What follows belongs to an exercise in optimizing a design on an open flow for small area and few clock cycles; a production flow would make more cautious choices. The RTL was checked by simulation tests, not by an equivalence proof against the original design. Power figures rest on the tool's default switching activity, not on a simulated workload.

==> flow/design.v, too long to show whole: its modules and the start of the top module <==
// module kmeans_apb_regs: 160 lines
// module kmeans_point_scan: 55 lines
// module kmeans_distance_pipe: 1496 lines
// module kmeans_cluster_acc: 248 lines
// module kmeans_top: 154 lines
module kmeans_top (
  input  logic              clk,
  input  logic              rst,
  input  logic              psel,
  input  logic              penable,
  input  logic              pwrite,
  input  logic [APB_AW-1:0] paddr,
  input  logic [APB_DW-1:0] pwdata,
  output logic [APB_DW-1:0] prdata,
  output logic              pready,
  output logic              pslverr
);
  // ...
==> flow/run.sh <==
#!/bin/bash
# synth_recipe.tcl (not shown) runs the flow's synth.tcl, then flattens the netlist and writes it again
# the make line also repeats each setting of config.mk as NAME=value (left out here)
make -C /OpenROAD-flow-scripts/flow DESIGN_CONFIG=/design/flow/config.mk WORK_HOME=/design/flow/orfs CLKGATE_MAP_FILE= SYNTH_SCRIPT=/design/flow/synth_recipe.tcl finish
==> flow/config.mk <==
export PLATFORM = sky130hd
export DESIGN_NAME = kmeans_top
export DESIGN_NICKNAME = kmeans_top
export VERILOG_FILES = /design/flow/design.v
export SDC_FILE = /design/flow/constraint.sdc
export NUM_CORES = 4
export LEC_CHECK = 0
export ABC_AREA = 1
export CAP_MARGIN = 20
export CORE_MARGIN = 2
export CORE_UTILIZATION = 60
export CTS_CLUSTER_DIAMETER = 60
export CTS_CLUSTER_SIZE = 30
export SLEW_MARGIN = 20
export SYNTH_MEMORY_MAX_BITS = 8192
==> flow/constraint.sdc <==
create_clock -name core_clock -period 8.0 [get_ports {clk}]
set_input_delay 1.6000 -clock core_clock [delete_from_list [all_inputs] [get_ports {clk}]]
set_output_delay 1.6000 -clock core_clock [all_outputs]
set_load 0.01 [all_outputs]
==> summary.md, run 1 <==
| Metric | Value |
|---|---|
| Status | `timing/DRC/antenna clean` |
| Synth async-reset ratio | `0` |
| Top-count cell post-synth | `dfxtp_1` |
| Multi-input gate area | `roughly 84000 um2` |
| CP peak stage delay | `between 0.6 and 0.7 ns` |
| Critical path arrival | `8.42 ns` |
| Multi-input gate share of total cell area | `0.399` |
| Slowest stage cell, crit path | `dfxtp_1` |
| Fmax | `around 130 MHz` |
| Post-synthesis sequential area ratio | `0.501` |
| Root Driver | `clkbuf_16` |
| Adder-Cell Fraction of Synth Area | `0.243` |
| Slew @ Worst Pin | `between 1 and 1.5 ns` |
| Number of global-route vias before repair | `about 120k` |
| Area leader, netlist | `dfxtp_1` |
| Max reg flops | `~4100` |
| Largest regs | `u_mem.ring (4096), dsq_q (340)` |
| Most frequent cells in the layout | `dfxtp_1, inv_1, nand2_1` |
| Seq Cell Count | `4771` |
| Htree depth | `5` |
| CTS max path bufs | `4` |
| Hpwl dp | `392000 um` |
| Setup crit start | `u_regs.o_centroids[9]` |
| Final Cycle Share | `0.949` |
| Die height | `approximately 570 um` |
| Final min period | `roughly 7.6 ns` |
| Seq pwr share | `0.568` |
| Clkbuf count | `about 300` |
| P_seq | `~24 mW` |
| # nets final | `~22000` |
| Comb pwr share | `0.050` |
| Synth area leaders | `dfxtp_1, fa_1, ha_1` |
| Net Sw Frac | `0.236` |
| Buffers excl. clock | `635` |
| Post-synthesis cell type count | `64` |
| Pin count of the biggest net entering global routing | `112` |
| Top delay family on crit path | `adder cells` |
| Slew margin rel. | `0.217` |
| Initial core utilization | `0.601` |
| Commonest non-fill, non-tap cell in the layout | `dfxtp_1` |
| Area share of the largest cell type after synthesis | `0.501` |
| Finished Cell Area | `210000 um2` |
Testbench counts, summed over its fixed seeds: cycles 8,920.
==> inputs of run 2 (changes only) <==
--- a/flow/config.mk
+++ b/flow/config.mk
@@ -12,4 +12,6 @@
 export CTS_CLUSTER_DIAMETER = 60
 export CTS_CLUSTER_SIZE = 30
+export GPL_TIMING_DRIVEN = 0
+export SETUP_SLACK_MARGIN = 0.25
 export SLEW_MARGIN = 20
 export SYNTH_MEMORY_MAX_BITS = 8192
==> run 2 against run 1 <==
Against the previous run:
- combinational power up 26%
- final cell count up 0.21%
- maximum frequency down 4.0%
- count of clock-buffer cells in the layout down 1
- synthesized cell count unchanged
- still clean on timing, DRC and antenna
==> summary.md, run 2 <==
| Metric | Value |
|---|---|
| HP Class | `reg -> reg` |
| Post-Route WL | `slightly above 500000 um` |
| Num CTS Buffers | `roughly 280` |
| Core area | `317000 um2` |
| Status | `timing/DRC/antenna clean` |
| WL/cell | `~22 um` |
| Setup violators final | `0` |
| # nets final | `21771 (+0.046%)` |
| CTS Hold Bufs | `0` |
| Htree depth | `5 (unchanged)` |
| Synth area leaders | `dfxtp_1, fa_1, ha_1` |
| Pin count of the biggest net entering global routing | `31 (-72%)` |
| Area leader, netlist | `dfxtp_1` |
| Tot Pwr | `about 43 mW` |
| Post-route DRC | `0` |
| Worst-skew pair later-pin latency | `0.96 ns` |
| Critical path arrival | `6.31 ns (-2.11 ns)` |
| Top-count cell post-synth | `dfxtp_1` |
| RSZ-0062 raised after global routing | `true` |
| Slew @ Worst Pin | `1.35 ns (+0.183 ns)` |
| FF+latch count, synth | `roughly 4800` |
| Final Cycle Share | `0.988 (+0.0393)` |
| Share of layout cells above drive strength 1 | `0.0700` |
| Peak VDD IR | `0.274 mV` |
| CTS max path bufs | `4 (unchanged)` |
| Most frequent cells after synthesis | `dfxtp_1, inv_1, nand2_1` |
| Reg area | `about 96000 um2` |
| CP Class | `reg -> out` |
| Max reg flops | `4096 (unchanged)` |
| ANT nets after route | `0` |
| FILL cells | `roughly 25000` |
| Slew Viols, Final | `0` |
| Initial DRC Count | `around 11000` |
| Slew margin rel. | `0.101 (-0.116)` |
| Initial core utilization | `0.601 (unchanged)` |
| Hpwl dp | `391000 um (-0.42%)` |
| Number of global-route vias before repair | `116296 (-0.69%)` |
| Startpoint Class | `flip-flop` |
| Slowest stage cell, crit path | `nor2_1` |
| Post-Synthesis Cells | `roughly 18000` |
| CP Cell Sequence | `nand2_1, nor2_1, clkinv_2, clkbuf_1, o211ai_1, nand3_1, o21ai_0, a21oi_1, a311oi_2, clkdlybuf4s50_1` |
| Dominant synthesized flop cell | `dfxtp_1` |
| Initial antenna violation count | `between 50 and 60` |
| Via count | `~120k` |
| Num rows | `between 200 and 250` |
| Overflow after GRT | `0` |
| Clock sinks | `around 4800` |
| Area share of the largest cell type after synthesis | `0.501 (unchanged)` |
| GRT Util Overall | `0.314` |
| CP max FO | `10` |
| RD Place Congestion | `1.01` |
| Pwr Density | `201 nW/um2` |
| Most frequent cells in the layout | `dfxtp_1, inv_1, nand2_1` |
| Fmax | `126 MHz (-4.0%)` |
| Die height | `568 um (unchanged)` |
| Yosys warns | `5` |
| Hold slack | `0.283 ns` |
| Via density | `5.28` |
| Global-route wire length before repair | `roughly 740000 um` |
| Clock-pin slew on the worst setup and hold paths | `around 0.10 ns` |
| Area grow syn2layout | `10.8%` |
| # IOs | `83` |
| CP Data Required Time | `6.40 ns` |
| Die area | `about 320000 um2` |
| Synth async-reset ratio | `0 (unchanged)` |
| Fin. Hold Viols | `0` |
| DRT Pass-1 Iters | `16` |
| CTS tree | `built` |
| Top delay family on crit path | `buffers and inverters` |
| Worst Skew | `around 0.09 ns` |
| Multi-input gate area | `85500 um2 (+2.1%)` |
| Lkg Pwr | `about 94 nW` |
| Biggest register | `u_mem.ring` |
| Largest regs | `u_mem.ring (4096), dsq_q (340)` |
| Post-synthesis cell type count | `64 (unchanged)` |
| Post-synthesis sequential area ratio | `0.501 (unchanged)` |
| Synthesized area | `around 190000 um2` |
| Root Driver | `clkbuf_16` |
| Port buffer count | `65` |
| Commonest non-fill, non-tap cell in the layout | `dfxtp_1` |
| CP Capture Type | `primary output` |
| Post-synth EDFFs | `0` |
| Final min period | `7.91 ns (+0.315 ns)` |
| Die Width | `roughly 570 um` |
| Max-Cap Viols | `0` |
| CP peak stage delay | `0.77 ns (+0.08 ns)` |
| Avg Inst Size Synth | `about 10 um2` |
| Setup_tns | `0 ns` |
| Bufs and invs on worst path | `3` |
[run 2: cell counts after synthesis]
No cell type changed its count.
[run 2: logic make-up after synthesis]
kind of cell	synth area share
fa+ha+maj	0.243
other cells	0.0000197
xor+xnor	0.0338
flops	0.501
compound gates	0.0718
simple gates	0.0886
buf+inv	0.0622
[run 2: area by class of cell]
type,instances,share of cell area
clock inverter,173,0.0121
tap,4180,0.0247
multi-input combinational,10324,0.404
antenna,41,0.000485
inverter,2756,0.0496
timing repair buffer,266,0.0128
clock buffer,302,0.0347
sequential,4771,0.452
buffer,378,0.00893
[run 2: power breakdown]
group / switching (mW) / total [mW] / internal (mW)
clock: 8.59 / 16.1 / 7.52
combinational: 1.78 / 2.64 / 0.851
sequential: 0.0298 / 23.8 / 23.8
total: 10.4 / 42.6 / 32.2
[run 2: path summary, 6_finish.rpt]
| check | startpoint | to | slack (ns) | cells past startpoint |
|---|---|---|---|---|
| setup / recovery | u_regs.hit_k[1] | prdata[2] | 0.09 | 10 |
| hold / removal | u_mem.ring[9][12] | u_mem.ring[10][12] | 0.28 | 0 |
| setup reg to reg | u_mem.ring[64][0] | dsq_q[99] | 0.42 | 33 |
| hold reg to reg | u_mem.ring[9][12] | u_mem.ring[10][12] | 0.28 | 0 |
[run 2: timing repair]
action,CTS,global route
pin swaps,19,133
resized for setup,334,487
endpoints found under the setup margin,272,148
buffers inserted,61,131
[run 2: metrics by stage]
| step | std cells | setup slack (ns) | util | cell area (um2) |
|---|---|---|---|---|
| floorplan | 18229 | 1.36 | - | 191000 |
| global placement | 22474 | -2.73 | 0.620 | 197000 |
| detailed placement | 22483 | -2.78 | 0.621 | 197000 |
| CTS | 23019 | 0.140 | 0.657 | 208000 |
| global route | 23160 | 0.135 | 0.666 | 211000 |
| finish | 23191 | 0.0925 | 0.666 | 211000 |
[run 2: per-layer routing]
metal	global-route usage	vias to the layer above	wire (um)
met5	0	-	351
met4	0.167	16	32600
met3	0.0706	1069	45100
met2	0.464	4170	215000
met1	0.429	58639	219000
li1	-	58582	-

## afterwards: timing with drivers on the ports
How much do the figures lean on ideal ports? The routed layouts below were timed once more, with nothing changed but the port constraints. Step 1: set_driving_cell puts a clkbuf_16 on clk and a buf_2 on each other input, an assumption about the parent block. Step 2 moves the port delays by t, midway between the first and last clock arrival at a register: inputs arrive t later, outputs are due t later. That takes back most of the time a late clock gives input paths. Three values: ideal ports, drivers, drivers and shift; two values: the first two.
| run | t, ns | setup slack, ns | latest minus earliest clock arrival (ns) | worst data-port slew with drivers (ns) | pins driven straight from the clock port |
|---|---|---|---|---|---|
| run 1 | 0.994 | 0.407 / 0.407 / 0.407 | 0.094 / 0.094 | 0.23 | 1 |
| run 2 | 1.020 | 0.092 / -0.011 / -0.527 | 0.099 / 0.099 | 0.27 | 1 |
With both steps, setup timing fails in run 2, where it was met with ideal ports. The setup slack of run 2, which loses most, moves by -0.103 ns with the drivers and by -0.619 ns with both steps.
